What follows belongs to an exercise in optimizing a design on an open flow for small area, a short achievable clock period and few clock cycles; a production flow would make more cautious choices. Only simulation tests tie the RTL to the original design; equivalence was not proved. Power is estimated from default activity; no workload was simulated.

// deadlock_avoidance_safety_check_top
module deadlock_avoidance_safety_check_top #(
    parameter int MAX_PROCESSES = dasc_pkg::MAX_PROCESSES_DEF,
    parameter int MAX_RESOURCES = dasc_pkg::MAX_RESOURCES_DEF,
    parameter int COUNT_WIDTH   = dasc_pkg::COUNT_WIDTH_DEF
) (
    input  logic                 clk,
    input  logic                 rst_n,
    input  logic                 cfg_we,
    input  logic [dasc_pkg::CFG_IDX_W-1:0] cfg_index,
    input  logic [dasc_pkg::CFG_W-1:0]     cfg_data,
    input  logic                 item_valid,
    output logic                 item_ready,
    input  logic [2:0]           item_command,
    input  logic [3:0]           item_process_index,
    input  logic [3:0]           item_resource_index,
    input  logic [7:0]           item_amount,
    input  logic                 item_request_last,
    output logic                 result_valid,
    input  logic                 result_ready,
    output logic [1:0]           result_status,
    output logic [3:0]           result_sequence_process,
    output logic                 result_last
);
For scale: roughly 17000 cells after synthesis, roughly 40 I/O pins, ~0.22 sq mm of cells after synthesis.
make LEC_CHECK=0 CAP_MARGIN=20 CORE_MARGIN=2 CORE_UTILIZATION=45 SETUP_SLACK_MARGIN=2.5 SLEW_MARGIN=20 TNS_END_PERCENT=10 finish   # period 6.5 ns
run.sh (not shown) runs the stock make flow with config.mk's settings and CLKGATE_MAP_FILE= SYNTH_SCRIPT=/design/flow/synth_recipe.tcl, a recipe that flattens the netlist after the stock synthesis.
Testbench counts at the start, summed over its fixed seeds: cycles 12,357.
==> next run, changes <==
--- a/flow/design.v
+++ b/flow/design.v
@@ -90,20 +90,19 @@
     localparam logic [3:0] S_GRANT  = 4'd4;
     localparam logic [3:0] S_CSTART = 4'd5;    
     localparam logic [3:0] S_CHECK  = 4'd6;
     localparam logic [3:0] S_WAITR  = 4'd7;    
     localparam logic [3:0] S_WAITD  = 4'd8;    
     logic [3:0]  state_q, state_d;
-    logic [15:0] np_mask, nr_mask;    
-    logic [15:0] cfg_mask;
+    logic [4:0]  np_cfg_q, nr_cfg_q;
+    logic [15:0] np_mask, nr_mask;
     logic [15:0] cur_q;           
     logic [15:0] jp_q;            
     logic [15:0] gp_q;            
     logic [15:0] rowok_q;         
     logic        ovn_q, ova_q;    
-    logic        ropen_q;         
     logic [15:0] fin_q;           
     logic        prog_q;          
     logic [4:0]  count_q;         
     logic [3:0]  order_q [N];
     logic [2:0]  npend_q;         
     logic [1:0]  dup_q;           
@@ -124,13 +123,16 @@
     logic [8:0]  work_q  [N];     
     logic [7:0]  rc_q    [N];     
     logic [7:0]  ra_q    [N];     
     always_comb
     begin
         for (int j = 0; j < N; j++)
-            cfg_mask[j] = (j == 0) || ({1'b0, cfg_data} > 6'(j));
+        begin
+            np_mask[j] = (j == 0) || ({1'b0, np_cfg_q} > 6'(j));
+            nr_mask[j] = (j == 0) || ({1'b0, nr_cfg_q} > 6'(j));
+        end
     end
     logic st_clear, st_idle, st_jload, st_judge, st_grant, st_cstart, st_check, st_waitr, st_waitd;
     logic st_run;
     assign st_clear  = (state_q == S_CLEAR);
     assign st_idle   = (state_q == S_IDLE);
     assign st_jload  = (state_q == S_JLOAD);
@@ -263,13 +265,13 @@
         state_d = state_q;
         case (state_q)
             S_CLEAR: state_d = S_IDLE;
             S_IDLE:
             begin
                 if (acc_check)
-                    state_d = cur_q[0] ? S_CHECK : S_CSTART;
+                    state_d = S_CSTART;
                 else if (acc_judge)
                     state_d = ((cur_q & p_dec) != 16'd0) ? S_JUDGE : S_JLOAD;
             end
             S_JLOAD: state_d = S_JUDGE;
             S_JUDGE:  state_d = S_GRANT;
             S_GRANT:
@@ -300,26 +302,26 @@
     end
     always_ff @(posedge clk or negedge rst_n)
     begin
         if (!rst_n)
         begin
             state_q     <= S_CLEAR;
-            np_mask     <= 16'hffff;
-            nr_mask     <= 16'hffff;
+            np_cfg_q    <= dasc_pkg::CFG_RESET_COUNT;
+            nr_cfg_q    <= dasc_pkg::CFG_RESET_COUNT;
             npend_q     <= '0;
             spend_q     <= 1'b0;
             dup_q       <= '0;
             clean_q     <= 1'b0;
             out_valid_q <= 1'b0;
         end
         else
         begin
             if (cfg_we && (cfg_index == dasc_pkg::CFG_NUM_PROCESSES))
-                np_mask <= cfg_mask;
+                np_cfg_q <= cfg_data;
             if (cfg_we && (cfg_index == dasc_pkg::CFG_NUM_RESOURCES))
-                nr_mask <= cfg_mask;
+                nr_cfg_q <= cfg_data;
             out_valid_q <= (out_valid_q && !result_ready) || emit_load || judge_load;
             if (settle)
                 npend_q <= 3'd1 + dup_tot;
             else
                 npend_q <= npend_q - {2'd0, emit_end} + {2'd0, acc_dup_idle};
             spend_q <= (spend_q && !sload) || (nsingle && !direct);
@@ -331,35 +333,12 @@
                 clean_q <= 1'b0;
             else if (acc_check || jpass)
                 clean_q <= 1'b1;
             state_q <= state_d;
         end
     end
-    always_ff @(posedge clk or negedge rst_n)
-    begin
-        if (!rst_n)
-        begin
-            jp_q  <= 16'd1;
-            cur_q <= 16'd1;
-            ropen_q <= 1'b0;
-        end
-        else
-        begin
-            if (wr_req)
-            begin
-                jp_q    <= p_dec;
-                ropen_q <= !item_request_last;
-            end
-            if (acc_check || st_judge)
-                cur_q <= 16'd1;
-            else if (step && !done)
-                cur_q <= next_sel;
-            else if (st_idle || step || st_waitd || jres || st_waitr)
-                cur_q <= wr_req ? p_dec : (ropen_q ? jp_q : 16'd1);
-        end
-    end
     always_ff @(posedge clk)
     begin
         if (st_judge)
         begin
             ovn_q <= over_need;
             ova_q <= over_avail;
@@ -369,14 +348,22 @@
         else if (st_check)
             code_q <= {1'b0, safe};
         if (settle)
             safe_q <= st_waitd ? code_q[0] : safe;
         if (nsingle)
             scode_q <= jcode;
+        if (wr_req)
+            jp_q <= p_dec;
         if (acc_judge)
             gp_q <= p_dec;
+        if (acc_check || st_judge)
+            cur_q <= 16'd1;
+        else if (step && !done)
+            cur_q <= next_sel;
+        else if (st_idle || step || st_waitd || jres || st_waitr)
+            cur_q <= wr_req ? p_dec : jp_q;
         if (acc_check || jpass)
             rowok_q <= ~np_mask;
         else
             rowok_q <= ~np_mask | fin_q;
         if (acc_check || jpass)
         begin
Result:
- clock power drops by about 2%
- total power drops by 4.5%
- clock skew climbs by 0.021 ns
- final cell count drops by 12%
- count of clock-buffer cells in the layout drops by 3
- worst setup slack degrades by 0.39 ns
- wire length drops by 9.3%
- final area drops by 7.3%
- register-to-register slack degrades by 0.39 ns
- worst hold slack improves by 0.14 ns
- first-iteration DRC count drops by 13%
- combinational power drops by 10%
- sequential cell count drops by 21
Testbench counts after the change, summed over its fixed seeds: cycles 12,388.

what the ideal ports hide:
In the flow no input, the clock included, has a driving cell. The finished layouts below were timed again as built, in two steps.
Step 1: set_driving_cell puts a clkbuf_16 on clk and a buf_2 on each other input, an assumption about the parent block.
Step 2 moves the port delays by t, midway between the first and last clock arrival at a register: inputs arrive t later, outputs are due t later. That takes back most of the time a late clock gives input paths.
a / b / c = no drivers / after step 1 / after step 2; a / b = the first two.
| run | shift t [ns] | setup WS [ns] | worst slew at a driven data input, ns |
|---|---|---|---|
| the first run | 1.227 | 2.017 / 1.882 / 0.782 | 0.32 |
| the second run | 1.200 | 1.628 / 1.628 / 0.721 | 0.25 |
After both steps every run listed still meets setup and hold. The setup slack of the first run, which loses most, moves by -0.135 ns with the drivers and by -1.235 ns with both steps.
